What follows belongs to an exercise in optimizing a design on an open flow for small area, a short achievable clock period and few clock cycles per item; a production flow would make more cautious choices.
Only simulation tests tie the RTL to the original design; equivalence was not proved.
Power figures rest on the tool's default switching activity, not on a simulated workload.

--- config.mk ---
export PLATFORM = sky130hd
export DESIGN_NAME = gyro_quaternion_integrator
export DESIGN_NICKNAME = gyro_quaternion_integrator
export VERILOG_FILES = /design/flow/design.v
export SDC_FILE = /design/flow/constraint.sdc
export NUM_CORES = 4
export LEC_CHECK = 0
export CAP_MARGIN = 20
export CORE_MARGIN = 2
export CORE_UTILIZATION = 40
export SLEW_MARGIN = 60
--- constraint.sdc ---
create_clock -name core_clock -period 12.0 [get_ports {clock}]
set_input_delay 2.4000 -clock core_clock [delete_from_list [all_inputs] [get_ports {clock}]]
set_output_delay 2.4000 -clock core_clock [all_outputs]
set_load 0.01 [all_outputs]
--- design.v ---
package gqi_pkg;
   localparam int QUAT_FRAC = 30;
   localparam int H_FRAC    = 24;
   localparam logic [31:0] STEP_RESET = 32'd374806;
   localparam logic [15:0] CONF_DONE  = 16'd62259;
   localparam logic [31:0] NORM_MIN   =
      32'((((64'd1 << QUAT_FRAC) + 64'd5000) / 64'd10000));
   localparam logic signed [31:0] QUAT_ONE = 32'sd1 <<< QUAT_FRAC;
   localparam logic [2:0] T_H  = 3'd0;   
   localparam logic [2:0] T_QF = 3'd1;   
   localparam logic [2:0] T_QM = 3'd2;   
   localparam logic [2:0] T_QL = 3'd3;   
   localparam logic [2:0] T_SF = 3'd4;   
   localparam logic [2:0] T_SM = 3'd5;   
endpackage
module gqi_benc (
   input  logic signed [32:0] b,
   input  logic               neg,
   output logic [10:0]        m1,
   output logic [10:0]        m2,
   output logic [10:0]        m3,
   output logic [10:0]        m4,
   output logic [10:0]        sgn
);
   always_comb begin
      logic [3:0] g;
      for (int i = 0; i < 11; i++) begin
         g = {b[3*i+2], b[3*i+1], b[3*i], (i == 0) ? 1'b0 : b[3*i-1]};
         m1[i]  = (g == 4'b0001) | (g == 4'b0010) | (g == 4'b1101) | (g == 4'b1110);
         m2[i]  = (g == 4'b0011) | (g == 4'b0100) | (g == 4'b1011) | (g == 4'b1100);
         m3[i]  = (g == 4'b0101) | (g == 4'b0110) | (g == 4'b1001) | (g == 4'b1010);
         m4[i]  = (g == 4'b0111) | (g == 4'b1000);
         sgn[i] = g[3] ^ neg;
      end
   end
endmodule
module gqi_mul (
   input  logic signed [31:0] a,
   input  logic signed [33:0] a3,
   input  logic [10:0]        m1,
   input  logic [10:0]        m2,
   input  logic [10:0]        m3,
   input  logic [10:0]        m4,
   input  logic [10:0]        sgn,
   input  logic [63:0]        c,
   output logic [63:0]        ps,
   output logic [63:0]        pc
);
   localparam int NR = 13;
   logic [63:0] rows [NR];
   always_comb begin
      logic [33:0] sel;
      logic [34:0] r;
      logic [63:0] k;
      k = '0;
      for (int i = 0; i < NR; i++) rows[i] = '0;
      for (int i = 0; i < 11; i++) begin
         sel = ({34{m1[i]}} & {{2{a[31]}}, a}) | ({34{m2[i]}} & {a[31], a, 1'b0}) |
               ({34{m3[i]}} & a3) | ({34{m4[i]}} & {a, 2'b00});
         r   = {sel[33], sel} ^ {35{sgn[i]}};
         rows[i] = rows[i] | (64'({~r[34], r[33:0]}) << (3*i));
         if (i < 10) rows[i+1] = rows[i+1] | (64'(sgn[i]) << (3*i));
         else        k = k | (64'(sgn[i]) << (3*i));
         if (3*i + 34 < 64) k = k - (64'd1 << (3*i + 34));
      end
      rows[11] = k;
      rows[12] = c;
   end
   function automatic logic [127:0] csa(input logic [63:0] x, input logic [63:0] y,
                                        input logic [63:0] z);
      logic [63:0] s, cy;
      s  = x ^ y ^ z;
      cy = ((x & y) | (x & z) | (y & z)) << 1;
      csa = {cy, s};
   endfunction
   logic [63:0] l1 [9];
   logic [63:0] l2 [6];
   logic [63:0] l3 [4];
   logic [63:0] l4 [3];
   always_comb begin
      for (int g = 0; g < 4; g++) {l1[2*g+1], l1[2*g]} = csa(rows[3*g], rows[3*g+1], rows[3*g+2]);
      l1[8] = rows[12];
      for (int g = 0; g < 3; g++) {l2[2*g+1], l2[2*g]} = csa(l1[3*g], l1[3*g+1], l1[3*g+2]);
      for (int g = 0; g < 2; g++) {l3[2*g+1], l3[2*g]} = csa(l2[3*g], l2[3*g+1], l2[3*g+2]);
      {l4[1], l4[0]} = csa(l3[0], l3[1], l3[2]);
      l4[2] = l3[3];
      {pc, ps} = csa(l4[0], l4[1], l4[2]);
   end
endmodule
module gqi_add #(parameter int W = 34, parameter int L = 6) (
   input  logic [W-1:0] a,
   input  logic [W-1:0] b,
   input  logic         ci,
   output logic [W-1:0] s,
   output logic         co
);
   logic [W-1:0] g [L+1];
   logic [W-1:0] p [L+1];
   always_comb begin
      g[0] = a & b;
      p[0] = a ^ b;
      for (int l = 0; l < L; l++) begin
         for (int i = 0; i < W; i++) begin
            if (i >= (1 << l)) begin
               g[l+1][i] = g[l][i] | (p[l][i] & g[l][i - (1 << l)]);
               p[l+1][i] = p[l][i] & p[l][i - (1 << l)];
            end else begin
               g[l+1][i] = g[l][i] | (p[l][i] & ci);
               p[l+1][i] = 1'b0;
            end
         end
      end
   end
   always_comb begin
      s[0] = p[0][0] ^ ci;
      for (int i = 1; i < W; i++) s[i] = p[0][i] ^ g[L][i-1];
      co = g[L][W-1];
   end
endmodule
module gyro_quaternion_integrator (
   input  logic               clock,
   input  logic               reset,
   input  logic               req_valid,
   output logic               req_stall,
   input  logic signed [31:0] req_rate_x,
   input  logic signed [31:0] req_rate_y,
   input  logic signed [31:0] req_rate_z,
   input  logic               req_accel_ok,
   input  logic               req_gyro_ok,
   input  logic               req_mag_ok,
   output logic               rsp_valid,
   input  logic               rsp_stall,
   output logic signed [31:0] rsp_quat_w,
   output logic signed [31:0] rsp_quat_x,
   output logic signed [31:0] rsp_quat_y,
   output logic signed [31:0] rsp_quat_z,
   output logic [15:0]        rsp_confidence,
   output logic               rsp_applied,
   input  logic               csr_wr_en,
   input  logic [31:0]        csr_wr_data
);
   localparam int NS = 15;             
   localparam int ND = 16;             
   localparam logic [2:0] M_IDLE  = 3'd0;
   localparam logic [2:0] M_ISSUE = 3'd1;
   localparam logic [2:0] M_WSQ   = 3'd2;
   localparam logic [2:0] M_SQRT  = 3'd3;
   localparam logic [2:0] M_DIV   = 3'd4;
   localparam logic [2:0] M_FIN   = 3'd5;
   logic [2:0]  m_st;
   logic [3:0]  icnt;
   logic [3:0]  scnt;
   logic        tiny;
   logic        slot_full, slot_hdone;
   logic [1:0]  hcnt;
   logic [1:0]  skip_cnt;
   logic [31:0] sf;
   logic        upd;
   logic        rsp_v, rsp_app;
   logic [2:0][31:0] h;       
   logic [3:0][31:0] q;       
   logic [3:0][31:0] n;       
   logic [3:0][31:0] rem;     
   logic [32:0]      srem;    
   logic [33:0]      r3;      
   logic [3:0]       sgn;     
   logic [63:0]      acc;     
   logic [31:0]      root;    
   logic [31:0]      dvd;     
   logic [33:0]      dvd3;    
   logic signed [31:0] op_a;
   logic signed [33:0] op_a3;                     
   logic [10:0]        op_m1, op_m2, op_m3, op_m4, op_sgn;    
   logic [10:0]        iss_m1, iss_m2, iss_m3, iss_m4, iss_sgn;
   logic [1:0]         op_cs;     
   logic [63:0]        op_c;
   logic               v1, v2;
   logic [2:0]         t1, t2;
   logic [1:0]         x1, x2;
   logic               w_wacc;             
   logic [3:0]         w_n;                
   logic [2:0]         w_h;                
   logic signed [39:0] wsum;               
   logic [3:0]         w3_n;
   logic [2:0]         w3_h;
   logic [63:0]        ps_ff, pc_ff;
   logic [63:0]        ps, pc;
   assign op_c = (op_cs == 2'd2) ? ((64'($signed(q[x1])) << gqi_pkg::H_FRAC) | (64'd1 << (gqi_pkg::H_FRAC - 1))) :
                 (op_cs == 2'd1) ? (64'd1 << (gqi_pkg::H_FRAC - 1)) : 64'd0;
   gqi_mul  u_mul  (.a(op_a), .a3(op_a3), .m1(op_m1), .m2(op_m2), .m3(op_m3), .m4(op_m4),
                    .sgn(op_sgn), .c(op_c), .ps(ps), .pc(pc));
   logic take, rsp_free, all_ok;
   assign req_stall = slot_full | (skip_cnt == 2'd3);
   assign take      = req_valid & ~req_stall;
   assign all_ok    = req_accel_ok & req_gyro_ok & req_mag_ok;
   assign rsp_free  = ~rsp_v | ~rsp_stall;
   logic        iss_v;
   logic [2:0]  iss_t;
   logic [1:0]  iss_x;
   logic signed [31:0] iss_a;
   logic signed [32:0] iss_b;
   logic        iss_neg;
   logic [1:0]  iss_cs;
   logic        h_issue;
   logic [1:0] tab_h, tab_q, tab_k;
   logic       tab_n;
   logic [1:0] tab_t;
   always_comb begin
      tab_h = 2'd0; tab_q = 2'd0; tab_n = 1'b0; tab_k = 2'd0; tab_t = 2'd0;
      case (icnt)
         4'd0:  begin tab_h = 2'd0; tab_q = 2'd1; tab_n = 1'b1; tab_k = 2'd0; tab_t = 2'd0; end
         4'd1:  begin tab_h = 2'd1; tab_q = 2'd2; tab_n = 1'b1; tab_k = 2'd0; tab_t = 2'd1; end
         4'd2:  begin tab_h = 2'd2; tab_q = 2'd3; tab_n = 1'b1; tab_k = 2'd0; tab_t = 2'd2; end
         4'd3:  begin tab_h = 2'd0; tab_q = 2'd0; tab_n = 1'b0; tab_k = 2'd1; tab_t = 2'd0; end
         4'd4:  begin tab_h = 2'd2; tab_q = 2'd2; tab_n = 1'b0; tab_k = 2'd1; tab_t = 2'd1; end
         4'd5:  begin tab_h = 2'd1; tab_q = 2'd3; tab_n = 1'b1; tab_k = 2'd1; tab_t = 2'd2; end
         4'd6:  begin tab_h = 2'd1; tab_q = 2'd0; tab_n = 1'b0; tab_k = 2'd2; tab_t = 2'd0; end
         4'd7:  begin tab_h = 2'd2; tab_q = 2'd1; tab_n = 1'b1; tab_k = 2'd2; tab_t = 2'd1; end
         4'd8:  begin tab_h = 2'd0; tab_q = 2'd3; tab_n = 1'b0; tab_k = 2'd2; tab_t = 2'd2; end
         4'd9:  begin tab_h = 2'd2; tab_q = 2'd0; tab_n = 1'b0; tab_k = 2'd3; tab_t = 2'd0; end
         4'd10: begin tab_h = 2'd1; tab_q = 2'd1; tab_n = 1'b0; tab_k = 2'd3; tab_t = 2'd1; end
         4'd11: begin tab_h = 2'd0; tab_q = 2'd2; tab_n = 1'b1; tab_k = 2'd3; tab_t = 2'd2; end
         default: begin tab_k = icnt[1:0]; end
      endcase
   end
   logic start0;
   logic [3:0][31:0] q_fin;
   assign start0 = slot_full & slot_hdone & (skip_cnt == 2'd0) &
                   ((m_st == M_IDLE) | ((m_st == M_FIN) & ~rsp_v));
   logic [6:0] asel, asel_nx;
   function automatic logic [6:0] a_of(input logic [3:0] i);
      case (i)
         4'd0, 4'd3, 4'd8, 4'd11: a_of = 7'b0000001;
         4'd1, 4'd5, 4'd6, 4'd10: a_of = 7'b0000010;
         4'd2, 4'd4, 4'd7, 4'd9:  a_of = 7'b0000100;
         4'd12:                   a_of = 7'b0001000;
         4'd13:                   a_of = 7'b0010000;
         4'd14:                   a_of = 7'b0100000;
         default:                 a_of = 7'b1000000;
      endcase
   endfunction
   logic [1:0] hcnt_nx;
   logic       issue_nx;
   assign hcnt_nx  = ((take & all_ok) | w3_h[2]) ? 2'd0 : h_issue ? hcnt + 2'd1 : hcnt;
   assign issue_nx = start0 | ((m_st == M_ISSUE) & (icnt != 4'd15));
   always_comb begin
      if (issue_nx)
         asel_nx = a_of(start0 ? 4'd1 : icnt + 4'd1);
      else
         asel_nx = (hcnt_nx == 2'd1) ? 7'b0000010 : (hcnt_nx == 2'd2) ? 7'b0000100 : 7'b0000001;
      iss_a = ({32{asel[0]}} & h[0]) | ({32{asel[1]}} & h[1]) | ({32{asel[2]}} & h[2]) |
              ({32{asel[3]}} & n[0]) | ({32{asel[4]}} & n[1]) | ({32{asel[5]}} & n[2]) |
              ({32{asel[6]}} & n[3]);
   end
   always_comb begin
      h_issue = ((m_st == M_IDLE) | (m_st == M_DIV) | (m_st == M_FIN)) &
                slot_full & ~slot_hdone & (hcnt != 2'd3);
      iss_v   = 1'b0;
      iss_t   = gqi_pkg::T_H;
      iss_x   = 2'd0;
      iss_b   = '0;
      iss_neg = 1'b0;
      iss_cs  = 2'd0;
      if (m_st == M_ISSUE) begin
         iss_v = 1'b1;
         iss_x = tab_k;
         if (!icnt[3] || icnt[3:2] == 2'b10) begin
            iss_b   = 33'($signed(q[tab_q]));
            iss_neg = tab_n;
            iss_t   = (tab_t == 2'd0) ? gqi_pkg::T_QF : (tab_t == 2'd1) ? gqi_pkg::T_QM : gqi_pkg::T_QL;
            iss_cs  = (tab_t == 2'd0) ? 2'd2 : 2'd0;
         end else begin
            iss_b   = 33'($signed(n[icnt[1:0]]));
            iss_t   = (icnt[1:0] == 2'd0) ? gqi_pkg::T_SF : gqi_pkg::T_SM;
         end
      end else if (start0) begin
         iss_v   = 1'b1;
         iss_x   = 2'd0;
         iss_b   = 33'($signed((m_st == M_FIN) ? q_fin[1] : q[1]));
         iss_neg = 1'b1;
         iss_t   = gqi_pkg::T_QF;
         iss_cs  = 2'd2;
      end else if (h_issue) begin
         iss_v = 1'b1;
         iss_x = hcnt;
         iss_b = {1'b0, sf};
         iss_t = gqi_pkg::T_H;
         iss_cs = 2'd1;
      end
   end
   logic [33:0] iss_a3;
   gqi_add #(34) u_a3 (.a(34'(iss_a)), .b(34'(iss_a) << 1), .ci(1'b0), .s(iss_a3), .co());
   gqi_benc u_benc (.b(iss_b), .neg(iss_neg), .m1(iss_m1), .m2(iss_m2), .m3(iss_m3), .m4(iss_m4),
                    .sgn(iss_sgn));
   logic [63:0] wb_base, wb_sum;
   logic [63:0] ws, wc;
   logic signed [39:0] wb_sh;
   logic [31:0] h_sat, n_sat;
   always_comb begin
      wb_base = acc;
      ws     = wb_base ^ ps_ff ^ pc_ff;
      wc     = ((wb_base & ps_ff) | (wb_base & pc_ff) | (ps_ff & pc_ff)) << 1;
      wb_sum = ws + wc;
      wb_sh  = wsum;
      if (wb_sh > 40'sd1073741824)
         h_sat = 32'sd1073741824;
      else if (wb_sh < -40'sd1073741824)
         h_sat = -32'sd1073741824;
      else
         h_sat = wb_sh[31:0];
      if (wb_sh > 40'sd2147483647)
         n_sat = 32'sd2147483647;
      else if (wb_sh < -40'sd2147483647)
         n_sat = -32'sd2147483647;
      else
         n_sat = wb_sh[31:0];
   end
   logic        sq_last;
   logic [32:0] sq_rem_nx;
   logic [31:0] sq_root_nx;
   logic [33:0] sq_r3_nx, sq_d3_nx;
   logic [63:0] sq_x_nx;
   assign sq_last = (scnt == 4'(NS - 1));
   always_comb begin
      logic [36:0] t, e1, e2, e3;
      logic [33:0] pm, pp;
      t  = {srem, acc[63:60]};
      e1 = t - {2'b00, root, 3'b001};
      e2 = t - {1'b0, root, 4'b0100};
      e3 = t - {r3, 3'b001};
      pm = r3 - 34'd1;
      pp = r3 + 34'd1;
      sq_x_nx = {acc[59:0], 4'b0000};
      if (!e3[36]) begin
         sq_rem_nx  = e3[32:0];
         sq_root_nx = {root[29:0], 2'd3};
         sq_r3_nx   = {pp[31:0], 2'b10};
         sq_d3_nx   = {pp[31:0], 2'b01};
      end else if (!e2[36]) begin
         sq_rem_nx  = e2[32:0];
         sq_root_nx = {root[29:0], 2'd2};
         sq_r3_nx   = {r3[31:0], 2'b11};
         sq_d3_nx   = {r3[31:0], 2'b10};
      end else if (!e1[36]) begin
         sq_rem_nx  = e1[32:0];
         sq_root_nx = {root[29:0], 2'd1};
         sq_r3_nx   = {r3[31:0], 2'b00};
         sq_d3_nx   = {pm[31:0], 2'b11};
      end else begin
         sq_rem_nx  = t[32:0];
         sq_root_nx = {root[29:0], 2'd0};
         sq_r3_nx   = {pm[31:0], 2'b01};
         sq_d3_nx   = {pm[31:0], 2'b00};
      end
   end
   logic [4:0]  sq0_rem;
   logic [3:0]  sq0_root;
   always_comb begin
      logic [8:0] t, e1, e2, e3;
      logic [4:0] r;
      logic [3:0] rt;
      r  = '0;
      rt = '0;
      for (int i = 0; i < 2; i++) begin
         t  = {1'b0, r[3:0], acc[63-4*i -: 4]};
         e1 = t - 9'({rt, 3'b001});
         e2 = t - 9'({rt, 4'b0100});
         e3 = t - 9'(24 * rt + 9);
         if (!e3[8])      begin r = e3[4:0]; rt = {rt[1:0], 2'd3}; end
         else if (!e2[8]) begin r = e2[4:0]; rt = {rt[1:0], 2'd2}; end
         else if (!e1[8]) begin r = e1[4:0]; rt = {rt[1:0], 2'd1}; end
         else             begin r = t[4:0];  rt = {rt[1:0], 2'd0}; end
      end
      sq0_rem  = r;
      sq0_root = rt;
   end
   logic [3:0][31:0] dv_rem_nx;
   logic [3:0][31:0] dv_q_nx;
   always_comb begin
      logic [34:0] t, e1, e2, e3;
      for (int k = 0; k < 4; k++) begin
         t  = {1'b0, rem[k], n[k][31:30]};
         e1 = t - {3'b000, dvd};
         e2 = t - {2'b00, dvd, 1'b0};
         e3 = t - {1'b0, dvd3};
         if (!e3[34]) begin
            dv_rem_nx[k] = e3[31:0];
            dv_q_nx[k]   = {n[k][29:0], 2'd3};
         end else if (!e2[34]) begin
            dv_rem_nx[k] = e2[31:0];
            dv_q_nx[k]   = {n[k][29:0], 2'd2};
         end else if (!e1[34]) begin
            dv_rem_nx[k] = e1[31:0];
            dv_q_nx[k]   = {n[k][29:0], 2'd1};
         end else begin
            dv_rem_nx[k] = t[31:0];
            dv_q_nx[k]   = {n[k][29:0], 2'd0};
         end
      end
   end
   logic [31:0] cv_n, cv_abs;
   assign cv_n   = n[scnt[1:0]];
   assign cv_abs = cv_n[31] ? -cv_n : cv_n;
   always_comb begin
      for (int k = 0; k < 4; k++)
         q_fin[k] = ({1'b0, n[k][31:1]} ^ {32{sgn[k]}}) + 32'(n[k][0] ^ sgn[k]);
   end
   always_ff @(posedge clock) begin
      op_a   <= iss_a;
      asel   <= asel_nx;
      op_a3  <= iss_a3;
      op_m1  <= iss_m1;
      op_m2  <= iss_m2;
      op_m3  <= iss_m3;
      op_m4  <= iss_m4;
      op_sgn <= iss_sgn;
      op_cs  <= iss_cs;
      t1     <= iss_t;
      x1     <= iss_x;
      ps_ff  <= ps;
      pc_ff  <= pc;
      t2     <= t1;
      x2     <= x1;
      w_wacc <= v1 & (t1 != gqi_pkg::T_H);
      for (int k = 0; k < 4; k++) w_n[k] <= v1 & (t1 == gqi_pkg::T_QL) & (x1 == 2'(k));
      for (int k = 0; k < 3; k++) w_h[k] <= v1 & (t1 == gqi_pkg::T_H) & (x1 == 2'(k));
      if (csr_wr_en) sf <= csr_wr_data;
      if (!slot_full) begin
         h[0] <= req_rate_x;
         h[1] <= req_rate_y;
         h[2] <= req_rate_z;
      end
      if (v2 && w_wacc) acc <= (w_n != 4'd0) ? 64'd0 : wb_sum;
      wsum <= wb_sum[63:gqi_pkg::H_FRAC];
      w3_n <= v2 ? w_n : 4'd0;
      w3_h <= v2 ? w_h : 3'd0;
      for (int k = 0; k < 3; k++) if (w3_h[k]) h[k] <= h_sat;
      for (int k = 0; k < 4; k++) if (w3_n[k]) n[k] <= n_sat;
      case (m_st)
         M_ISSUE: begin
            icnt <= icnt + 4'd1;
            if (icnt == 4'd15) m_st <= M_WSQ;
         end
         M_WSQ: begin
            if (v2 && t2 == gqi_pkg::T_SM && x2 == 2'd3) begin
               m_st <= M_SQRT;
               scnt <= '0;
               srem <= '0;
               root <= '0;
               r3   <= 34'd1;
            end
         end
         M_SQRT: begin
            if (scnt == 4'd0) begin
               srem <= 33'(sq0_rem);
               root <= 32'(sq0_root);
               r3   <= 34'(3 * sq0_root + 1);
               acc  <= {acc[55:0], 8'b0};
            end else begin
               srem <= sq_rem_nx;
               root <= sq_root_nx;
               r3   <= sq_r3_nx;
               acc  <= sq_x_nx;
            end
            scnt <= scnt + 4'd1;
            if (scnt[3:2] == 2'b00) begin
               sgn[scnt[1:0]] <= cv_n[31];
               rem[scnt[1:0]] <= {1'b0, cv_abs[31:1]};
               n[scnt[1:0]]   <= {cv_abs[0], 31'b0};
            end
            if (scnt == 4'd0) tiny <= (acc < 64'd11529390625);
            if (sq_last) begin
               scnt <= '0;
               dvd  <= sq_root_nx;
               dvd3 <= sq_d3_nx;
               if (tiny) begin
                  m_st <= M_FIN;
                  for (int k = 0; k < 4; k++) n[k] <= {rem[k][29:0], n[k][31], 1'b0};
               end else begin
                  m_st <= M_DIV;
               end
            end
         end
         M_DIV: begin
            rem  <= dv_rem_nx;
            n    <= dv_q_nx;
            scnt <= scnt + 4'd1;
            if (scnt == 4'(ND - 1)) m_st <= M_FIN;
         end
         default: ;
      endcase
      if (reset) begin
         m_st       <= M_IDLE;
         icnt       <= '0;
         scnt       <= '0;
         tiny       <= 1'b0;
         slot_full  <= 1'b0;
         slot_hdone <= 1'b0;
         hcnt       <= '0;
         skip_cnt   <= '0;
         sf         <= gqi_pkg::STEP_RESET;
         acc        <= '0;
         upd        <= 1'b0;
         rsp_v      <= 1'b0;
         rsp_app    <= 1'b0;
         v1         <= 1'b0;
         v2         <= 1'b0;
         w_wacc     <= 1'b0;
         w_n        <= '0;
         w_h        <= '0;
         w3_n       <= '0;
         w3_h       <= '0;
         q[0]       <= gqi_pkg::QUAT_ONE;
         q[1]       <= '0;
         q[2]       <= '0;
         q[3]       <= '0;
      end else begin
         v1 <= iss_v;
         v2 <= v1;
         if (rsp_v && !rsp_stall) rsp_v <= 1'b0;
         hcnt <= hcnt_nx;
         if (w3_h[2]) slot_hdone <= 1'b1;
         if (take) begin
            if (all_ok) begin
               slot_full  <= 1'b1;
               slot_hdone <= 1'b0;
            end
         end
         case (m_st)
            M_IDLE: begin
               if (skip_cnt != 2'd0) begin
                  if (rsp_free) begin
                     rsp_v   <= 1'b1;
                     rsp_app <= 1'b0;
                  end
               end
            end
            M_ISSUE: begin
               if (icnt == 4'd11) begin
                  slot_full  <= 1'b0;
                  slot_hdone <= 1'b0;
               end
            end
            M_FIN: begin
               if (!rsp_v) begin
                  q       <= q_fin;
                  upd     <= 1'b1;
                  rsp_v   <= 1'b1;
                  rsp_app <= 1'b1;
                  m_st    <= M_IDLE;
               end
            end
            default: ;
         endcase
         if (start0) begin
            m_st <= M_ISSUE;
            icnt <= 4'd1;
         end
         skip_cnt <= skip_cnt + 2'(take & ~all_ok)
                   - 2'(m_st == M_IDLE && skip_cnt != 2'd0 && rsp_free);
      end
   end
   assign rsp_valid      = rsp_v;
   assign rsp_quat_w     = q[0];
   assign rsp_quat_x     = q[1];
   assign rsp_quat_y     = q[2];
   assign rsp_quat_z     = q[3];
   assign rsp_confidence = upd ? gqi_pkg::CONF_DONE : 16'd0;
   assign rsp_applied    = rsp_app;
endmodule
--- run.sh ---
#!/bin/bash
# synth_recipe.tcl (not shown) runs the flow's synth.tcl, then flattens the netlist and writes it again
# the make line also repeats each setting of config.mk as NAME=value (left out here)
make -C /OpenROAD-flow-scripts/flow DESIGN_CONFIG=/design/flow/config.mk WORK_HOME=/design/flow/orfs CLKGATE_MAP_FILE= SYNTH_SCRIPT=/design/flow/synth_recipe.tcl finish
==> flow_metrics.env, run 1 <==
export IMPL_clkSinkCount=1081
export IMPL_finalSetupViolCount=0
export IMPL_io_pins=283
export IMPL_synth_seq_area_share=0.240
export IMPL_vdd_drop_max_v=0.000175
export IMPL_holdBufCountCts=0
export IMPL_drtIter0Drc=15900
export IMPL_hp_class="register to register"
export IMPL_critical_path_startpoint_type="register"
export IMPL_port_buffers=276
export IMPL_ys_types=106
export IMPL_endpoint_kind="register"
export IMPL_p_per_area_nw_per_um2=109
export IMPL_cts_setup_buffers=0
export IMPL_ant_nets=0
export IMPL_syn_area_um2=106000
export IMPL_dpl_hpwl_um=387000
export IMPL_fin_skew_ns=0.0702
export IMPL_synthCells=12600
export IMPL_grt_usage=0.372
export IMPL_hold_depth=0
export IMPL_fin_crit_sh=0.484
export IMPL_root_buffer="clkbuf_16"
export IMPL_drcViolationCount=0
export IMPL_fp_dieW_um=520
export IMPL_synth_top_cell_area_share=0.130
export IMPL_reg2regPathDepth=16
export IMPL_tightest_slew_ns=0.735
export IMPL_htreeDepth=4
export IMPL_synthTopCellsByArea="dfxtp_1, edfxtp_1, ha_1"
export IMPL_dp_cells=15700
export IMPL_slew_violations=0
export IMPL_max_slew_margin=0.510
export IMPL_grt_overflow_total=0
export IMPL_cp_arrival_ns=6.35
export IMPL_start_util=0.402
export IMPL_coreArea_um2=265000
export IMPL_drv_cap=0
export IMPL_critical_path_max_fanout=53
export IMPL_clk_pin_slew_ns=0.06
export IMPL_final_layout_size_suffix_gt1_frac=0.0998
export IMPL_fin_area_um2=120000
export IMPL_cts_tree="built"
export IMPL_worstPathRequired_ns=12.55
export IMPL_crit_type="register to register"
export IMPL_synth_ff_type="dfxtp_1"
export IMPL_vias=107000
export IMPL_cts_buffers=141
export IMPL_ys_seq_elements=1081
export IMPL_synth_edf_count=392
export IMPL_fmaxAchievable_mhz=172
export IMPL_synth_top_area_cell="dfxtp_1"
export IMPL_outcome="timing/DRC/antenna clean"
export IMPL_cts_resized=0
export IMPL_dieHeight_um=520
export IMPL_layout_min_cycle_time_ns=5.80
export IMPL_crit_start="n[62]$_DFF_P_"
export IMPL_rr_startpoint="n[62]$_DFF_P_"
export IMPL_grt_pass1_vias=100000
export IMPL_viasPerCell=6.68
export IMPL_fin_cells=16000
export IMPL_async_reset_ff_frac=0
export IMPL_p_leak_nw=46.6
export IMPL_finalHoldViolCount=0
export IMPL_row_count=189
export IMPL_worstHoldStart="t1[2]$_SDFF_PN0_"
export IMPL_rsz0062_at_grt="false"
export IMPL_setup_tns_ns=0
export IMPL_syn_avg_cell_area_um2=8.47
export IMPL_gp_congestion=1.07
export IMPL_yosysWarnings=11
export IMPL_drt_first_pass_iters=13
export IMPL_layout_nets=13600
export IMPL_place_area_um2=114000
export IMPL_wire_per_inst_um=32.5
export IMPL_clk_path_buf_depth=3
export IMPL_clk_latency_ns=0.87
export IMPL_wl_um=521000
export IMPL_antenna_found_initial=49
export IMPL_area_growth_pct=12.7
export IMPL_grt_pass1_wl_um=739000
export IMPL_grt_start_max_net_pins=89
export IMPL_die_area_um2=270000
[area by class of cell]
cell class | instances | area, um2
Clock buffer | 183 | 4010
Tap cell | 3533 | 4420
Fill cell | 25600 | 145000
Clock inverter | 78 | 1200
Antenna cell | 26 | 65.1
Inverter | 715 | 2690
Timing Repair Buffer | 637 | 6080
Multi-Input combinational cell | 9760 | 75600
Sequential cell | 1081 | 25900
[metal layers]
metal / up-vias / global-route usage / share of wire
li1: 45700 / - / -
met1: 51900 / 0.468 / 0.38
met2: 7511 / 0.545 / 0.42
met3: 1804 / 0.111 / 0.12
met4: 28 / 0.259 / 0.085
met5: - / 0.000702 / 0.00036
[stage by stage]
stage	worst slack, ns	power (W)	hold WS, ns	util
finish	6.20	0.0131	0.359	0.453
global route	6.09	0.0135	0.377	0.453
CTS	6.25	0.0129	0.361	0.450
detailed placement	6.33	0.00808	0.365	0.430
global placement	6.25	0.00804	0.361	0.423
floorplan	6.81	0.00630	0.329	-
[synth_stat cells, types with 118 or more instances]
cell,n
dfxtp_1,689
inv_1,712
fa_1,381
nand3_1,240
a221oi_1,440
edfxtp_1,392
a21oi_1,1061
ha_1,788
o21ai_0,797
a211oi_1,173
nor2_1,750
a22oi_1,223
xor2_1,426
a21o_1,325
nor2b_1,123
a22o_1,334
xnor2_1,734
nand2_1,954
nand2b_1,118
clkbuf_1,878
nor3_1,201
[critical path: stages, from the launching register on]
cell and delay [ns]:
dfxtp_1 0.70, inv_1 0.38, ha_1 0.34, fa_1 0.39, nand2b_1 0.20, a21oi_1 0.26, o31ai_1 0.19, a211oi_1 0.51
nor2_1 0.14, o31ai_1 0.52, a21boi_0 0.32, o31a_1 0.37, a31oi_4 0.19, buf_6 0.39, nand2_1 0.27, o21ai_0 0.24
a21oi_1 0.06
[cell families after synthesis]
kind of cell / share of synthesized area
other: 0.0000353
adder cells (fa/ha/maj): 0.164
AND/OR/NAND/NOR: 0.126
flip-flops: 0.240
multiplexers: 0.0381
buffers and inverters: 0.0616
XOR/XNOR: 0.0958
AO/OA/AOI/OAI: 0.273
[cells in the final DEF, fill, tap and decap left out, drive strengths merged, types with 223 or more instances in the layout]
| cell | count |
|---|---|
| buf | 357 |
| a221oi | 440 |
| nand2 | 954 |
| a22o | 334 |
| ha | 788 |
| a21oi | 1062 |
| nor2 | 751 |
| xnor2 | 735 |
| inv | 720 |
| xor2 | 427 |
| a22oi | 223 |
| edfxtp | 392 |
| fa | 381 |
| a21o | 325 |
| nand3 | 240 |
| clkdlybuf4s50 | 274 |
| o21ai | 801 |
| dfxtp | 689 |
[worst paths after layout]
check / end / slack, ns
max reg2reg: rem[61]$_DFFE_PP_ / 6.20
min: t2[2]$_DFF_P_ / 0.36
min reg2reg: t2[2]$_DFF_P_ / 0.36
max: rem[61]$_DFFE_PP_ / 6.20
[flip-flops by register name, indices dropped and copies added (netlist names), 31 cells and up]
signal and cells:
wsum 40, dvd 32, h 96, rem 128, dvd3 34, pc_ff 57, srem 33, op_a 31
root 32, sf 32, acc 64, ps_ff 64, q 128, n 128, r3 33, op_a3 33
[power by group]
| part | total [W] | switching, W | internal [W] |
|---|---|---|---|
| Clock | 0.00481 | 0.00199 | 0.00282 |
| Combinational | 0.00341 | 0.00230 | 0.00111 |
| Sequential | 0.00491 | 0.000805 | 0.00410 |
| Total | 0.0131 | 0.00510 | 0.00803 |
Testbench counts, summed over its fixed seeds: cycles 74,660, items 1,600.
==> run 2, diff against run 1 <==
--- a/config.mk
+++ b/config.mk
@@ -9,3 +9,3 @@
 export CORE_MARGIN = 2
 export CORE_UTILIZATION = 40
-export SLEW_MARGIN = 60
+export SLEW_MARGIN = 20
==> run 2 against run 1 <==
Effect of this change: still clean; clock skew up 0.027 ns; area after synthesis unchanged; flip-flop and latch count stayed put; final area decreased by 2.3%; worst setup slack got worse by 0.29 ns; global-route usage decreased by 0.073 points; non-clock buffer count is 99 lower; clock power fell by 3%; via count is 0.50% lower; total power is 1.7% lower; critical path type unchanged; highest routed layer unchanged.
==> flow_metrics.env, run 2 <==
export IMPL_tightest_slew_ns=1.31
export IMPL_combPwrFrac=0.258
export IMPL_ys_seq_elements=1081
export IMPL_dpl_hpwl_um=384000
export IMPL_seqPwrFrac=0.380
export IMPL_final_cell_mix="a21oi_1, nand2_1, o21ai_0"
export IMPL_ant_nets=0
export IMPL_die_area_um2=270000
export IMPL_start_util=0.402
export IMPL_setup_tns_ns=0
export IMPL_power_switching_w=0.00500
export IMPL_drcViolationCount=0
export IMPL_row_count=189
export IMPL_async_reset_ff_frac=0
export IMPL_hp_class="register to register"
export IMPL_vias=106000
export IMPL_wl_um=522000
export IMPL_synthCells=12600
export IMPL_synth_top_cells_by_count="a21oi_1, nand2_1, clkbuf_1, o21ai_0, ha_1"
export IMPL_cts_buffers=149
export IMPL_slowest_delay_ns=0.76
export IMPL_synth_top_cell_area_share=0.130
export IMPL_grt_pass1_vias=99500
export IMPL_path_buf_inv=3
export IMPL_synthTopCellsByArea="dfxtp_1, edfxtp_1, ha_1"
export IMPL_final_common_cell="a21oi_1"
export IMPL_holdBufCountCts=0
export IMPL_cts_tree="built"
export IMPL_drv_cap=0
export IMPL_p_leak_nw=45.6
export IMPL_outcome="timing/DRC/antenna clean"
export IMPL_crit_family="simple AND/OR/NAND/NOR gates"
export IMPL_drt_first_pass_iters=10
export IMPL_grt_usage=0.371
export IMPL_synth_top_area_cell="dfxtp_1"
export IMPL_switching_share=0.388
export IMPL_wire_per_inst_um=32.8
export IMPL_cts_resized=0
export IMPL_fillerInstances=25900
export IMPL_p_per_area_nw_per_um2=110
export IMPL_p_int_w=0.00790
export IMPL_synth_seq_area_share=0.240
export IMPL_layout_nets=13600
export IMPL_io_pins=283
export IMPL_pwr_share_clk=0.362
export IMPL_fmaxAchievable_mhz=164
export IMPL_worstPathRequired_ns=12.71
export IMPL_cts_setup_buffers=0
export IMPL_finalSetupViolCount=0
export IMPL_final_layout_size_suffix_gt1_frac=0.0748
export IMPL_syn_area_um2=106000
export IMPL_grt_overflow_total=0
export IMPL_area_growth_pct=10.2
export IMPL_viasPerCell=6.69
export IMPL_fp_dieW_um=520
export IMPL_dieHeight_um=520
export IMPL_synth_edf_count=392
export IMPL_grt_pass1_wl_um=739000
export IMPL_fin_skew_ns=0.0974
export IMPL_rsz0062_at_grt="false"
export IMPL_layout_min_cycle_time_ns=6.10
export IMPL_synth_ff_type="dfxtp_1"
export IMPL_root_buffer="clkbuf_16"
export IMPL_grt_start_max_net_pins=139
export IMPL_ys_types=106
export IMPL_critical_path_max_fanout=54
export IMPL_critical_path_startpoint_type="register"
export IMPL_vdd_drop_max_v=0.000113
export IMPL_finalHoldViolCount=0
export IMPL_synth_most_common_cell="a21oi_1"
export IMPL_cp_cell_sequence="buf_4 > inv_1 > or3_1 > o21ai_0 > ha_1 > inv_1 > a21oi_1 > nand2_1 > nor2_1 > nand2_1 > a211oi_1 > o21ai_0 > nor2_1 > and3_1 > o22ai_1 > xnor2_1 > a211oi_1"
export IMPL_clk_path_buf_depth=4
export IMPL_fin_crit_sh=0.508
export IMPL_reg_top3="n (128), q (128), rem (128)"
export IMPL_cpMaxStageDelayCell="a211oi_1"
export IMPL_coreArea_um2=265000
export IMPL_antenna_found_initial=52
export IMPL_yosysWarnings=11
export IMPL_syn_avg_cell_area_um2=8.47
export IMPL_clk_latency_ns=0.88
export IMPL_gp_congestion=1.07
export IMPL_max_slew_margin=0.128
export IMPL_finalHoldWorstSlack_ns=0.394
export IMPL_drtIter0Drc=15600
export IMPL_final_util=0.442
export IMPL_endpoint_kind="register"
export IMPL_cp_arrival_ns=6.81
export IMPL_clk_pin_slew_ns=0.06
export IMPL_port_buffers=276
export IMPL_slew_violations=0
export IMPL_clkSinkCount=1081
export IMPL_crit_type="register to register"
export IMPL_htreeDepth=4
run 2: power groups by stage:
stage	clock network, W	registers, W	logic [W]
floorplan	0	0.00428	0.00202
global placement	0	0.00490	0.00314
detailed placement	0	0.00489	0.00313
CTS	0.00470	0.00482	0.00317
global route	0.00483	0.00485	0.00351
finish	0.00468	0.00490	0.00333
run 2: area by class of cell:
class / instances / area [um2] / area share
timing repair buffer: 538 / 4750 / 0.0406
clock inverter: 63 / 667 / 0.00569
multi-input combinational: 9760 / 74700 / 0.637
clock buffer: 201 / 4250 / 0.0363
tap: 3533 / 4420 / 0.0377
sequential: 1081 / 25700 / 0.219
inverter: 715 / 2680 / 0.0229
antenna: 26 / 65.1 / 0.000555
run 2: cells by family (layout without fill, tap and decap cells):
kind of cell | count (synthesis) | after routing | share of synthesized area
AOI/OAI and AO/OA | 4273 | 4273 | 0.273
xor gates and xnor gates | 1162 | 1162 | 0.0958
adders and majority gates | 1169 | 1169 | 0.164
buffers and inverters | 1722 | 1517 | 0.0616
DFF | 1081 | 1081 | 0.240
muxes | 273 | 273 | 0.0381
other | 1 | 32 | 0.0000353
and+or+nand+nor | 2877 | 2877 | 0.126
run 2: worst reg2reg max path: cells and delay by family (launching register included):
family                     cells  cell delay [ns]
AOI/OAI and AO/OA              6             1.67
adders and majority gates      1             0.27
xor gates and xnor gates       1             0.67
and+or+nand+nor                6             1.85
DFF                            1             0.32
buffers and inverters          3             1.18
run 2: worst paths after layout:
kind / slack, ns / end / depth (start not counted) / start
worst min register to register: 0.39 / t2[2]$_DFF_P_ / 0 / t1[2]$_SDFF_PN0_
worst max register to register: 5.90 / q[94]$_SDFFE_PP0P_ / 17 / sgn[2]$_DFFE_PP_
worst max-delay path: 5.90 / q[94]$_SDFFE_PP0P_ / 17 / sgn[2]$_DFFE_PP_
worst min-delay path: 0.39 / t2[2]$_DFF_P_ / 0 / t1[2]$_SDFF_PN0_
run 2: metal layers:
layer,wire [um],vias to the layer above,GRT usage,part of all wire
met1,198000,51500,0.471,0.38
met4,45500,22,0.264,0.087
li1,-,45500,-,-
met3,64200,1754,0.106,0.12
met2,215000,7652,0.540,0.41
met5,153,-,0.000878,0.00029
run 2: metrics by stage:
| stage | area, um2 | worst slack, ns | power, W | instances |
|---|---|---|---|---|
| finish | 117000 | 5.90 | 0.0129 | 15900 |
| global route | 117000 | 5.78 | 0.0132 | 15900 |
| CTS | 117000 | 6.24 | 0.0127 | 15900 |
| detailed placement | 112000 | 6.30 | 0.00801 | 15600 |
| global placement | 112000 | 6.25 | 0.00804 | 15600 |
| floorplan | 106000 | 6.81 | 0.00630 | 12600 |
==> run 3, diff against run 2 <==
--- a/design.v
+++ b/design.v
@@ -118,4 +118,24 @@
    end
 endmodule
+module gqi_inc (
+   input  logic [31:0] a,
+   input  logic        ci,
+   output logic [31:0] s
+);
+   logic [31:0] p [6];
+   always_comb begin
+      p[0] = a;
+      for (int l = 0; l < 5; l++) begin
+         for (int i = 0; i < 32; i++) begin
+            if ((i >> l) & 1)
+               p[l+1][i] = p[l][i] & p[l][((i >> l) << l) - 1];
+            else
+               p[l+1][i] = p[l][i];
+         end
+      end
+      s[0] = a[0] ^ ci;
+      for (int i = 1; i < 32; i++) s[i] = a[i] ^ (ci & p[5][i-1]);
+   end
+endmodule
 module gyro_quaternion_integrator (
    input  logic               clock,
@@ -142,11 +162,17 @@
    localparam int NS = 15;             
    localparam int ND = 16;             
-   localparam logic [2:0] M_IDLE  = 3'd0;
-   localparam logic [2:0] M_ISSUE = 3'd1;
-   localparam logic [2:0] M_WSQ   = 3'd2;
-   localparam logic [2:0] M_SQRT  = 3'd3;
-   localparam logic [2:0] M_DIV   = 3'd4;
-   localparam logic [2:0] M_FIN   = 3'd5;
-   logic [2:0]  m_st;
+   localparam int I_IDLE  = 0;
+   localparam int I_ISSUE = 1;
+   localparam int I_WSQ   = 2;
+   localparam int I_SQRT  = 3;
+   localparam int I_DIV   = 4;
+   localparam int I_FIN   = 5;
+   localparam logic [5:0] M_IDLE  = 6'b1 << I_IDLE;
+   localparam logic [5:0] M_ISSUE = 6'b1 << I_ISSUE;
+   localparam logic [5:0] M_WSQ   = 6'b1 << I_WSQ;
+   localparam logic [5:0] M_SQRT  = 6'b1 << I_SQRT;
+   localparam logic [5:0] M_DIV   = 6'b1 << I_DIV;
+   localparam logic [5:0] M_FIN   = 6'b1 << I_FIN;
+   logic [5:0]  m_st;
    logic [3:0]  icnt;
    logic [3:0]  scnt;
@@ -227,5 +253,5 @@
    logic [3:0][31:0] q_fin;
    assign start0 = slot_full & slot_hdone & (skip_cnt == 2'd0) &
-                   ((m_st == M_IDLE) | ((m_st == M_FIN) & ~rsp_v));
+                   (m_st[I_IDLE] | (m_st[I_FIN] & ~rsp_v));
    logic [6:0] asel, asel_nx;
    function automatic logic [6:0] a_of(input logic [3:0] i);
@@ -243,5 +269,5 @@
    logic       issue_nx;
    assign hcnt_nx  = ((take & all_ok) | w3_h[2]) ? 2'd0 : h_issue ? hcnt + 2'd1 : hcnt;
-   assign issue_nx = start0 | ((m_st == M_ISSUE) & (icnt != 4'd15));
+   assign issue_nx = start0 | (m_st[I_ISSUE] & (icnt != 4'd15));
    always_comb begin
       if (issue_nx)
@@ -254,5 +280,5 @@
    end
    always_comb begin
-      h_issue = ((m_st == M_IDLE) | (m_st == M_DIV) | (m_st == M_FIN)) &
+      h_issue = (m_st[I_IDLE] | m_st[I_DIV] | m_st[I_FIN]) &
                 slot_full & ~slot_hdone & (hcnt != 2'd3);
       iss_v   = 1'b0;
@@ -262,5 +288,5 @@
       iss_neg = 1'b0;
       iss_cs  = 2'd0;
-      if (m_st == M_ISSUE) begin
+      if (m_st[I_ISSUE]) begin
          iss_v = 1'b1;
          iss_x = tab_k;
@@ -277,5 +303,5 @@
          iss_v   = 1'b1;
          iss_x   = 2'd0;
-         iss_b   = 33'($signed((m_st == M_FIN) ? q_fin[1] : q[1]));
+         iss_b   = 33'($signed(m_st[I_FIN] ? q_fin[1] : q[1]));
          iss_neg = 1'b1;
          iss_t   = gqi_pkg::T_QF;
@@ -316,17 +342,21 @@
          n_sat = wb_sh[31:0];
    end
-   logic        sq_last;
+   logic        sq_first, sq_last;     
    logic [32:0] sq_rem_nx;
    logic [31:0] sq_root_nx;
    logic [33:0] sq_r3_nx, sq_d3_nx;
    logic [63:0] sq_x_nx;
-   assign sq_last = (scnt == 4'(NS - 1));
+   logic [36:0] sq_t, sq_e1, sq_e2, sq_e3;
+   assign sq_t = {srem, acc[63:60]};
+   gqi_add #(37, 6) u_sq1 (.a(sq_t), .b(~{2'b00, root, 3'b001}), .ci(1'b1), .s(sq_e1), .co());
+   gqi_add #(37, 6) u_sq2 (.a(sq_t), .b(~{1'b0, root, 4'b0100}), .ci(1'b1), .s(sq_e2), .co());
+   gqi_add #(37, 6) u_sq3 (.a(sq_t), .b(~{r3, 3'b001}), .ci(1'b1), .s(sq_e3), .co());
    always_comb begin
       logic [36:0] t, e1, e2, e3;
       logic [33:0] pm, pp;
-      t  = {srem, acc[63:60]};
-      e1 = t - {2'b00, root, 3'b001};
-      e2 = t - {1'b0, root, 4'b0100};
-      e3 = t - {r3, 3'b001};
+      t  = sq_t;
+      e1 = sq_e1;
+      e2 = sq_e2;
+      e3 = sq_e3;
       pm = r3 - 34'd1;
       pp = r3 + 34'd1;
@@ -375,13 +405,29 @@
       sq0_root = rt;
    end
+   logic [5:0] sq0_r3;
+   always_comb begin
+      case (sq0_root)
+         4'd0:  sq0_r3 = 6'd1;   4'd1:  sq0_r3 = 6'd4;   4'd2:  sq0_r3 = 6'd7;   4'd3:  sq0_r3 = 6'd10;
+         4'd4:  sq0_r3 = 6'd13;  4'd5:  sq0_r3 = 6'd16;  4'd6:  sq0_r3 = 6'd19;  4'd7:  sq0_r3 = 6'd22;
+         4'd8:  sq0_r3 = 6'd25;  4'd9:  sq0_r3 = 6'd28;  4'd10: sq0_r3 = 6'd31;  4'd11: sq0_r3 = 6'd34;
+         4'd12: sq0_r3 = 6'd37;  4'd13: sq0_r3 = 6'd40;  4'd14: sq0_r3 = 6'd43;  default: sq0_r3 = 6'd46;
+      endcase
+   end
    logic [3:0][31:0] dv_rem_nx;
    logic [3:0][31:0] dv_q_nx;
+   logic [3:0][34:0] dv_t, dv_e1, dv_e2, dv_e3;
+   for (genvar k = 0; k < 4; k++) begin : g_dv
+      assign dv_t[k] = {1'b0, rem[k], n[k][31:30]};
+      gqi_add #(35, 6) u_e1 (.a(dv_t[k]), .b(~{3'b000, dvd}), .ci(1'b1), .s(dv_e1[k]), .co());
+      gqi_add #(35, 6) u_e2 (.a(dv_t[k]), .b(~{2'b00, dvd, 1'b0}), .ci(1'b1), .s(dv_e2[k]), .co());
+      gqi_add #(35, 6) u_e3 (.a(dv_t[k]), .b(~{1'b0, dvd3}), .ci(1'b1), .s(dv_e3[k]), .co());
+   end
    always_comb begin
       logic [34:0] t, e1, e2, e3;
       for (int k = 0; k < 4; k++) begin
-         t  = {1'b0, rem[k], n[k][31:30]};
-         e1 = t - {3'b000, dvd};
-         e2 = t - {2'b00, dvd, 1'b0};
-         e3 = t - {1'b0, dvd3};
+         t  = dv_t[k];
+         e1 = dv_e1[k];
+         e2 = dv_e2[k];
+         e3 = dv_e3[k];
          if (!e3[34]) begin
             dv_rem_nx[k] = e3[31:0];
@@ -402,7 +448,6 @@
    assign cv_n   = n[scnt[1:0]];
    assign cv_abs = cv_n[31] ? -cv_n : cv_n;
-   always_comb begin
-      for (int k = 0; k < 4; k++)
-         q_fin[k] = ({1'b0, n[k][31:1]} ^ {32{sgn[k]}}) + 32'(n[k][0] ^ sgn[k]);
+   for (genvar k = 0; k < 4; k++) begin : g_fin
+      gqi_inc u_inc (.a({1'b0, n[k][31:1]} ^ {32{sgn[k]}}), .ci(n[k][0] ^ sgn[k]), .s(q_fin[k]));
    end
    always_ff @(posedge clock) begin
@@ -437,12 +482,14 @@
       for (int k = 0; k < 3; k++) if (w3_h[k]) h[k] <= h_sat;
       for (int k = 0; k < 4; k++) if (w3_n[k]) n[k] <= n_sat;
-      case (m_st)
-         M_ISSUE: begin
+      case (1'b1)
+         m_st[I_ISSUE]: begin
             icnt <= icnt + 4'd1;
             if (icnt == 4'd15) m_st <= M_WSQ;
          end
-         M_WSQ: begin
+         m_st[I_WSQ]: begin
             if (v2 && t2 == gqi_pkg::T_SM && x2 == 2'd3) begin
                m_st <= M_SQRT;
+               sq_first <= 1'b1;
+               sq_last  <= 1'b0;
                scnt <= '0;
                srem <= '0;
@@ -451,9 +498,11 @@
             end
          end
-         M_SQRT: begin
-            if (scnt == 4'd0) begin
+         m_st[I_SQRT]: begin
+            sq_first <= 1'b0;
+            sq_last  <= (scnt == 4'(NS - 2));
+            if (sq_first) begin
                srem <= 33'(sq0_rem);
                root <= 32'(sq0_root);
-               r3   <= 34'(3 * sq0_root + 1);
+               r3   <= 34'(sq0_r3);
                acc  <= {acc[55:0], 8'b0};
             end else begin
@@ -469,5 +518,5 @@
                n[scnt[1:0]]   <= {cv_abs[0], 31'b0};
             end
-            if (scnt == 4'd0) tiny <= (acc < 64'd11529390625);
+            if (sq_first) tiny <= (acc < 64'd11529390625);
             if (sq_last) begin
                scnt <= '0;
@@ -482,5 +531,5 @@
             end
          end
-         M_DIV: begin
+         m_st[I_DIV]: begin
             rem  <= dv_rem_nx;
             n    <= dv_q_nx;
@@ -527,6 +576,6 @@
             end
          end
-         case (m_st)
-            M_IDLE: begin
+         case (1'b1)
+            m_st[I_IDLE]: begin
                if (skip_cnt != 2'd0) begin
                   if (rsp_free) begin
@@ -536,5 +585,5 @@
                end
             end
-            M_ISSUE: begin
+            m_st[I_ISSUE]: begin
                if (icnt == 4'd11) begin
                   slot_full  <= 1'b0;
@@ -542,5 +591,5 @@
                end
             end
-            M_FIN: begin
+            m_st[I_FIN]: begin
                if (!rsp_v) begin
                   q       <= q_fin;
@@ -558,5 +607,5 @@
          end
          skip_cnt <= skip_cnt + 2'(take & ~all_ok)
-                   - 2'(m_st == M_IDLE && skip_cnt != 2'd0 && rsp_free);
+                   - 2'(m_st[I_IDLE] && skip_cnt != 2'd0 && rsp_free);
       end
    end
--- a/config.mk
+++ b/config.mk
@@ -9,3 +9,3 @@
 export CORE_MARGIN = 2
 export CORE_UTILIZATION = 40
-export SLEW_MARGIN = 20
+export SLEW_MARGIN = 60
==> run 3 against run 2 <==
Effect of this change: sequential share of layout area shrank 0.46 points; total power decreased by 1.0%; sequential power down 1%; critical endpoint is now r3[29]$_SDFFCE_PP0P_; worst setup slack better by 0.42 ns; fmax is 7.3% higher; hold slack worse by 0.024 ns; flip-flop and latch count rose by 5; area after synthesis grew 0.98%; still clean; first-iteration DRC count down 2.8%; utilization up 0.86 points.
==> flow_metrics.env, run 3 <==
export IMPL_final_cell_mix="a21oi_1, nand2_1, ha_1"
export IMPL_fp_dieW_um=522
export IMPL_seqPwrFrac=0.379
export IMPL_place_area_um2=115000
export IMPL_grt_usage=0.387
export IMPL_cp_cell_sequence="inv_1 > ha_1 > a21oi_1 > nor3b_1 > o211ai_1 > a31oi_1 > o211ai_1 > o41ai_2 > buf_1 > xor2_4 > clkbuf_8 > buf_4 > nand3_2 > o21ai_0 > mux2_2"
export IMPL_coreArea_um2=267000
export IMPL_reg2reg_slack_ns=6.32
export IMPL_worst_slack_ns=6.32
export IMPL_combPwrFrac=0.262
export IMPL_clk_latency_ns=0.90
export IMPL_slowest_delay_ns=0.55
export IMPL_clk_path_buf_depth=4
export IMPL_path_buf_inv=4
export IMPL_reg_top3="n (128), q (128), rem (128)"
export IMPL_tightest_slew_ns=0.726
export IMPL_synth_top_area_cell="dfxtp_1"
export IMPL_p_int_w=0.00787
export IMPL_cts_resized=0
export IMPL_drtIter0Drc=15200
export IMPL_drt_first_pass_iters=14
export IMPL_max_slew_margin=0.515
export IMPL_synth_top_cells_by_count="a21oi_1, clkbuf_1, nand2_1, ha_1, inv_1"
export IMPL_grt_pass1_vias=103000
export IMPL_crit_type="register to register"
export IMPL_fin_cells=16200
export IMPL_fin_skew_ns=0.0791
export IMPL_wl_um=545000
export IMPL_ys_seq_elements=1086
export IMPL_fin_area_um2=121000
export IMPL_antenna_found_initial=41
export IMPL_cpMaxStageDelayCell="a31oi_1"
export IMPL_fillerInstances=25900
export IMPL_htreeDepth=4
export IMPL_async_reset_ff_frac=0
export IMPL_finalSetupViolCount=0
export IMPL_final_util=0.451
export IMPL_cts_buffers=152
export IMPL_setup_tns_ns=0
export IMPL_grt_overflow_total=0
export IMPL_io_pins=283
export IMPL_syn_avg_cell_area_um2=8.48
export IMPL_cts_tree="built"
export IMPL_ant_nets=0
export IMPL_power_switching_w=0.00489
export IMPL_crit_family="compound AO/OA/AOI/OAI gates"
export IMPL_fmaxAchievable_mhz=176
export IMPL_worst_path_most_repeated_cell="o211ai_1"
export IMPL_outcome="timing/DRC/antenna clean"
export IMPL_p_leak_nw=46.6
export IMPL_layout_nets=13800
export IMPL_row_count=190
export IMPL_slew_violations=0
export IMPL_final_layout_size_suffix_gt1_frac=0.0967
export IMPL_root_buffer="clkbuf_16"
export IMPL_drcViolationCount=0
export IMPL_final_common_cell="a21oi_1"
export IMPL_clk_pin_slew_ns=0.06
export IMPL_pwr_share_clk=0.360
export IMPL_synth_ff_type="dfxtp_1"
export IMPL_grt_start_max_net_pins=121
export IMPL_die_area_um2=273000
export IMPL_wire_per_inst_um=33.7
export IMPL_synth_most_common_cell="a21oi_1"
export IMPL_critical_path_max_fanout=28
export IMPL_dieHeight_um=522
export IMPL_cts_setup_buffers=0
export IMPL_synth_seq_area_share=0.239
export IMPL_yosysWarnings=19
export IMPL_dpl_hpwl_um=412000
export IMPL_holdBufCountCts=0
export IMPL_port_buffers=276
export IMPL_clkSinkCount=1086
export IMPL_vdd_drop_max_v=0.000105
export IMPL_endpoint_kind="register"
export IMPL_viasPerCell=6.72
export IMPL_finalHoldViolCount=0
export IMPL_worstPathRequired_ns=12.60
export IMPL_vias=109000
export IMPL_drv_cap=0
export IMPL_rsz0062_at_grt="false"
export IMPL_start_util=0.402
export IMPL_critical_path_startpoint_type="register"
export IMPL_synthTopCellsByArea="dfxtp_1, edfxtp_1, ha_1"
export IMPL_switching_share=0.383
export IMPL_hp_class="register to register"
export IMPL_area_growth_pct=12.3
export IMPL_p_per_area_nw_per_um2=106
export IMPL_gp_congestion=1.06
export IMPL_synth_top_cell_area_share=0.129
export IMPL_syn_area_um2=107000
export IMPL_ys_types=95
export IMPL_grt_pass1_wl_um=771000
export IMPL_synthCells=12700
export IMPL_layout_min_cycle_time_ns=5.68
export IMPL_post_place_ws_ns=6.46
export IMPL_cp_arrival_ns=6.28
export IMPL_dp_cells=15800
export IMPL_fin_crit_sh=0.473
export IMPL_synth_edf_count=394
## run 3: cell types whose count changed in the layout (fill, tap and decap cells not counted), sizes merged, moves of 73 or more
cell / previous run / this run
o21ai: 801 / 646
buf: 262 / 399
mux2i: 71 / 190
a22oi: 223 / 110
o22ai: 68 / 152
inv: 719 / 800
a21o: 325 / 252
## run 3: power groups by stage
stage	registers [W]	logic [W]	clock network [W]
after floorplan	0.00430	0.00201	0
after global placement	0.00480	0.00312	0
after detailed placement	0.00481	0.00317	0
after CTS	0.00474	0.00322	0.00461
after global routing	0.00479	0.00355	0.00474
final	0.00483	0.00334	0.00459
## run 3: final cells by class
cell class | instances | area [um2] | area share
Inverter | 798 | 3000 | 0.0249
Timing Repair Buffer | 672 | 6330 | 0.0525
Multi-Input combinational cell | 9757 | 76100 | 0.631
Sequential cell | 1086 | 25900 | 0.214
Clock inverter | 56 | 578 | 0.00479
Clock buffer | 203 | 4200 | 0.0348
Tap cell | 3552 | 4440 | 0.0368
Antenna cell | 38 | 95.1 | 0.000788
## run 3: cells by family after synthesis
kind of cell	synth area share
xor+xnor	0.0889
flops	0.239
buf+inv	0.0645
fa+ha+maj	0.161
simple gates	0.123
mux	0.0490
compound gates	0.274
other cells	0.0000349
## run 3: final timing paths
check / start / to / cells after the start
min: t1[2]$_SDFF_PN0_ / t2[2]$_DFF_P_ / 0
max: r3[6]$_SDFFCE_PP0P_ / r3[29]$_SDFFCE_PP0P_ / 15
max reg2reg: r3[6]$_SDFFCE_PP0P_ / r3[29]$_SDFFCE_PP0P_ / 15
min reg2reg: t1[2]$_SDFF_PN0_ / t2[2]$_DFF_P_ / 0
## run 3: through the flow
| stage | hold slack (ns) | power (W) |
|---|---|---|
| after floorplan | 0.329 | 0.00631 |
| after global placement | 0.352 | 0.00792 |
| final | 0.371 | 0.0128 |
| after global routing | 0.382 | 0.0131 |
| after CTS | 0.371 | 0.0126 |
| after detailed placement | 0.359 | 0.00798 |
## run 3: worst register-to-register path: stages, from the launching register on
cell	delay, ns
edfxtp_1	0.52
inv_1	0.13
ha_1	0.39
a21oi_1	0.26
nor3b_1	0.33
o211ai_1	0.23
a31oi_1	0.55
o211ai_1	0.33
o41ai_2	0.42
buf_1	0.24
xor2_4	0.25
clkbuf_8	0.25
buf_4	0.38
nand3_2	0.42
o21ai_0	0.36
mux2_2	0.37
## run 3: per-layer routing
metal / vias up / wire [um] / GRT usage / part of all wire
met5: - / 271 / 0.000351 / 0.00050
met3: 1969 / 60400 / 0.110 / 0.11
met1: 52900 / 201000 / 0.467 / 0.37
met4: 34 / 55100 / 0.318 / 0.10
met2: 7385 / 229000 / 0.573 / 0.42
li1: 46400 / - / - / -
Testbench counts of run 3, summed over its fixed seeds: cycles 74,660, items 1,600.
==> run 4, diff against run 3 <==
--- a/design.v
+++ b/design.v
@@ -352,4 +352,9 @@
    gqi_add #(37, 6) u_sq2 (.a(sq_t), .b(~{1'b0, root, 4'b0100}), .ci(1'b1), .s(sq_e2), .co());
    gqi_add #(37, 6) u_sq3 (.a(sq_t), .b(~{r3, 3'b001}), .ci(1'b1), .s(sq_e3), .co());
+   logic [31:0] sq_pp, sq_pm_n;
+   logic [31:0] sq_pm;
+   gqi_inc u_pp (.a(r3[31:0]), .ci(1'b1), .s(sq_pp));
+   gqi_inc u_pm (.a(~r3[31:0]), .ci(1'b1), .s(sq_pm_n));
+   assign sq_pm = ~sq_pm_n;
    always_comb begin
       logic [36:0] t, e1, e2, e3;
@@ -359,6 +364,6 @@
       e2 = sq_e2;
       e3 = sq_e3;
-      pm = r3 - 34'd1;
-      pp = r3 + 34'd1;
+      pm = 34'(sq_pm);
+      pp = 34'(sq_pp);
       sq_x_nx = {acc[59:0], 4'b0000};
       if (!e3[36]) begin
==> run 4 against run 3 <==
Effect of this change: still clean; routed wire length shrank 6.1%; die area shrank 1.1%; total power shrank 1.9%; utilization grew 0.12 points; clock skew grew 0.024 ns; clock power is essentially flat; global-route usage shrank 2.2 points; via count shrank 2.5%; sequential power grew 1%.
==> flow_metrics.env, run 4 <==
export IMPL_wl_met2_um=210000
export IMPL_async_reset_ff_frac=0
export IMPL_worst_slack_ns=6.56
export IMPL_antenna_found_initial=42
export IMPL_switching_share=0.379
export IMPL_fin_skew_ns=0.103
export IMPL_reg2reg_slack_ns=6.56
export IMPL_critical_path_max_fanout=32
export IMPL_combPwrFrac=0.243
export IMPL_cts_tree="built"
export IMPL_drcViolationCount=0
export IMPL_finalSetupViolCount=0
export IMPL_tightest_slew_ns=0.695
export IMPL_clk_pin_slew_ns=0.06
export IMPL_grt_start_max_net_pins=102
export IMPL_vdd_drop_max_v=0.000132
export IMPL_drtIter0Drc=15500
export IMPL_fmaxAchievable_mhz=184
export IMPL_grt_pass1_wl_um=729000
export IMPL_fp_dieW_um=519
export IMPL_grt_overflow_total=0
export IMPL_p_leak_nw=46.9
export IMPL_synth_top_cells_by_count="a21oi_1, clkbuf_1, nand2_1, nor2_1, ha_1"
export IMPL_rsz0062_at_grt="false"
export IMPL_final_layout_size_suffix_gt1_frac=0.102
export IMPL_setup_tns_ns=0
export IMPL_fin_crit_sh=0.453
export IMPL_dr_wl_met3_um=61500
export IMPL_p_int_w=0.00778
export IMPL_cp_arrival_ns=6.03
export IMPL_crit_type="register to register"
export IMPL_yosysWarnings=19
export IMPL_clkSinkCount=1086
export IMPL_dpl_hpwl_um=380000
export IMPL_grt_pass1_vias=98900
export IMPL_wire_per_inst_um=32.1
export IMPL_outcome="timing/DRC/antenna clean"
export IMPL_synthCells=12500
export IMPL_die_area_um2=270000
export IMPL_synthTopCellsByArea="dfxtp_1, edfxtp_1, ha_1"
export IMPL_synth_top_cell_area_share=0.130
export IMPL_grt_usage=0.366
export IMPL_final_cell_mix="a21oi_1, nand2_1, ha_1"
export IMPL_reg_top3="n (128), q (128), rem (128)"
export IMPL_ant_nets=0
export IMPL_critical_path_startpoint_type="register"
export IMPL_row_count=189
export IMPL_syn_area_um2=106000
export IMPL_drt_first_pass_iters=14
export IMPL_dr_max_layer_used="met5"
export IMPL_finalHoldWorstSlack_ns=0.373
export IMPL_slew_violations=0
export IMPL_holdBufCountCts=0
export IMPL_synth_most_common_cell="a21oi_1"
export IMPL_gp_congestion=1.01
export IMPL_finalHoldViolCount=0
export IMPL_post_place_ws_ns=6.63
export IMPL_endpoint_kind="register"
export IMPL_cts_buffers=140
export IMPL_pwr_share_clk=0.367
export IMPL_cts_setup_buffers=0
export IMPL_root_buffer="clkbuf_16"
export IMPL_synth_edf_count=394
export IMPL_max_slew_margin=0.536
export IMPL_p_per_area_nw_per_um2=105
export IMPL_htreeDepth=4
export IMPL_viasPerCell=6.64
export IMPL_vias=106000
export IMPL_hp_class="register to register"
export IMPL_wl_met1_um=196000
export IMPL_worstPathRequired_ns=12.58
export IMPL_clk_path_buf_depth=3
export IMPL_power_switching_w=0.00474
export IMPL_cts_resized=0
export IMPL_port_buffers=276
export IMPL_dieHeight_um=519
export IMPL_syn_avg_cell_area_um2=8.52
export IMPL_area_growth_pct=12.7
export IMPL_wl_um=512000
export IMPL_layout_nets=13600
export IMPL_io_pins=283
export IMPL_synth_seq_area_share=0.242
export IMPL_ys_types=106
export IMPL_ys_seq_elements=1086
export IMPL_synth_ff_type="dfxtp_1"
export IMPL_final_common_cell="a21oi_1"
export IMPL_seqPwrFrac=0.390
export IMPL_coreArea_um2=265000
export IMPL_synth_top_area_cell="dfxtp_1"
export IMPL_clk_latency_ns=0.89
export IMPL_drv_cap=0
export IMPL_start_util=0.401
export IMPL_layout_min_cycle_time_ns=5.44
-- run 4: changes by cell type after synthesis, moves of 39 or more --
| cell | previous run | this run |
|---|---|---|
| a211oi_1 | 247 | 188 |
| inv_1 | 793 | 718 |
| nand2_1 | 885 | 846 |
| nor2_1 | 755 | 812 |
| o21ai_0 | 628 | 739 |
| o22ai_1 | 152 | 87 |
-- run 4: path summary, 6_finish.rpt --
check,startpoint,to,cells past startpoint
setup / recovery,dvd[0]$_DFFE_PP_,rem[31]$_DFFE_PP_,15
hold reg to reg,t1[2]$_SDFF_PN0_,t2[2]$_DFF_P_,0
setup reg to reg,dvd[0]$_DFFE_PP_,rem[31]$_DFFE_PP_,15
hold / removal,t1[2]$_SDFF_PN0_,t2[2]$_DFF_P_,0
-- run 4: area by class of cell --
type,instances,area (um2)
antenna,19,47.5
clock buffer,182,3980
clock inverter,75,952
fill,25400,145000
inverter,727,2740
multi-input combinational,9632,75100
sequential,1086,25900
tap,3533,4420
timing repair buffer,689,6480
-- run 4: logic make-up (layout without fill, tap and decap cells) --
| kind of cell | after synthesis | after routing | share of synthesized area |
|---|---|---|---|
| compound gates | 4181 | 4181 | 0.269 |
| simple gates | 2783 | 2783 | 0.123 |
| buf+inv | 1754 | 1673 | 0.0628 |
| fa+ha+maj | 1171 | 1171 | 0.164 |
| xor+xnor | 1106 | 1106 | 0.0912 |
| flops | 1086 | 1086 | 0.242 |
| mux | 385 | 385 | 0.0488 |
| other cells | 1 | 25 | 0.0000353 |
-- run 4: metal layers --
metal | GRT usage | vias to the layer above
met3 | 0.0986 | 1542
met1 | 0.470 | 51600
li1 | - | 45500
met5 | 0 | -
met2 | 0.529 | 7240
met4 | 0.256 | 16
-- run 4: worst max-delay path: stages, from the launching register on --
cell      delay, ns
edfxtp_1       0.49
inv_1          0.38
ha_1           0.35
o211ai_1       0.29
a21o_1         0.20
a211oi_1       0.13
o21ai_0        0.41
a21boi_0       0.31
a31oi_2        0.47
o21ai_0        0.27
a31oi_1        0.49
o21a_1         0.20
buf_4          0.40
nand2_1        0.37
nor3_1         0.29
o31ai_1        0.10
-- run 4: per-stage QoR --
stage	total power, W	cell area, um2	instances	utilization
finish	0.0125	120000	15900	0.452
CTS	0.0124	119000	15900	0.450
global route	0.0129	120000	15900	0.452
floorplan	0.00626	106000	12500	-
global placement	0.00776	112000	15500	0.424
detailed placement	0.00779	114000	15600	0.432
-- run 4: power by group through the flow --
stage          combinational [W]  sequential (W)  clock, W
2_1_floorplan            0.00196         0.00430         0
3_3_place_gp             0.00288         0.00487         0
3_5_place_dp             0.00291         0.00488         0
4_1_cts                  0.00296         0.00481   0.00462
5_1_grt                  0.00328         0.00485   0.00478
6_report                 0.00304         0.00489   0.00459
Testbench counts of run 4, summed over its fixed seeds: cycles 74,660, items 1,600.

afterwards: timing with drivers on the ports:
How much do the figures lean on ideal ports? The routed layouts below were timed once more, with nothing changed but the port constraints. Step 1, drivers: a clkbuf_16 drives clock and a buf_2 each remaining input, both assumed. Step 2 times the ports against the registers' clock, not the clock port: input delays grow and output delays shrink by t, the midpoint of the rising clock arrivals with the driver on. Three values: no drivers, after step 1, after step 2; two values: the first two.
| run | shift t [ns] | setup slack, ns | worst setup path at the end |
|---|---|---|---|
| run 1 | 0.928 | 6.196 / 6.196 / 6.196 | register to register |
| run 2 | 0.928 | 5.904 / 5.904 / 5.904 | register to register |
| run 3 | 0.965 | 6.320 / 6.320 / 6.320 | register to register |
| run 4 | 0.933 | 6.558 / 6.558 / 6.558 | register to register |
After both steps setup and hold are still met in every run listed.
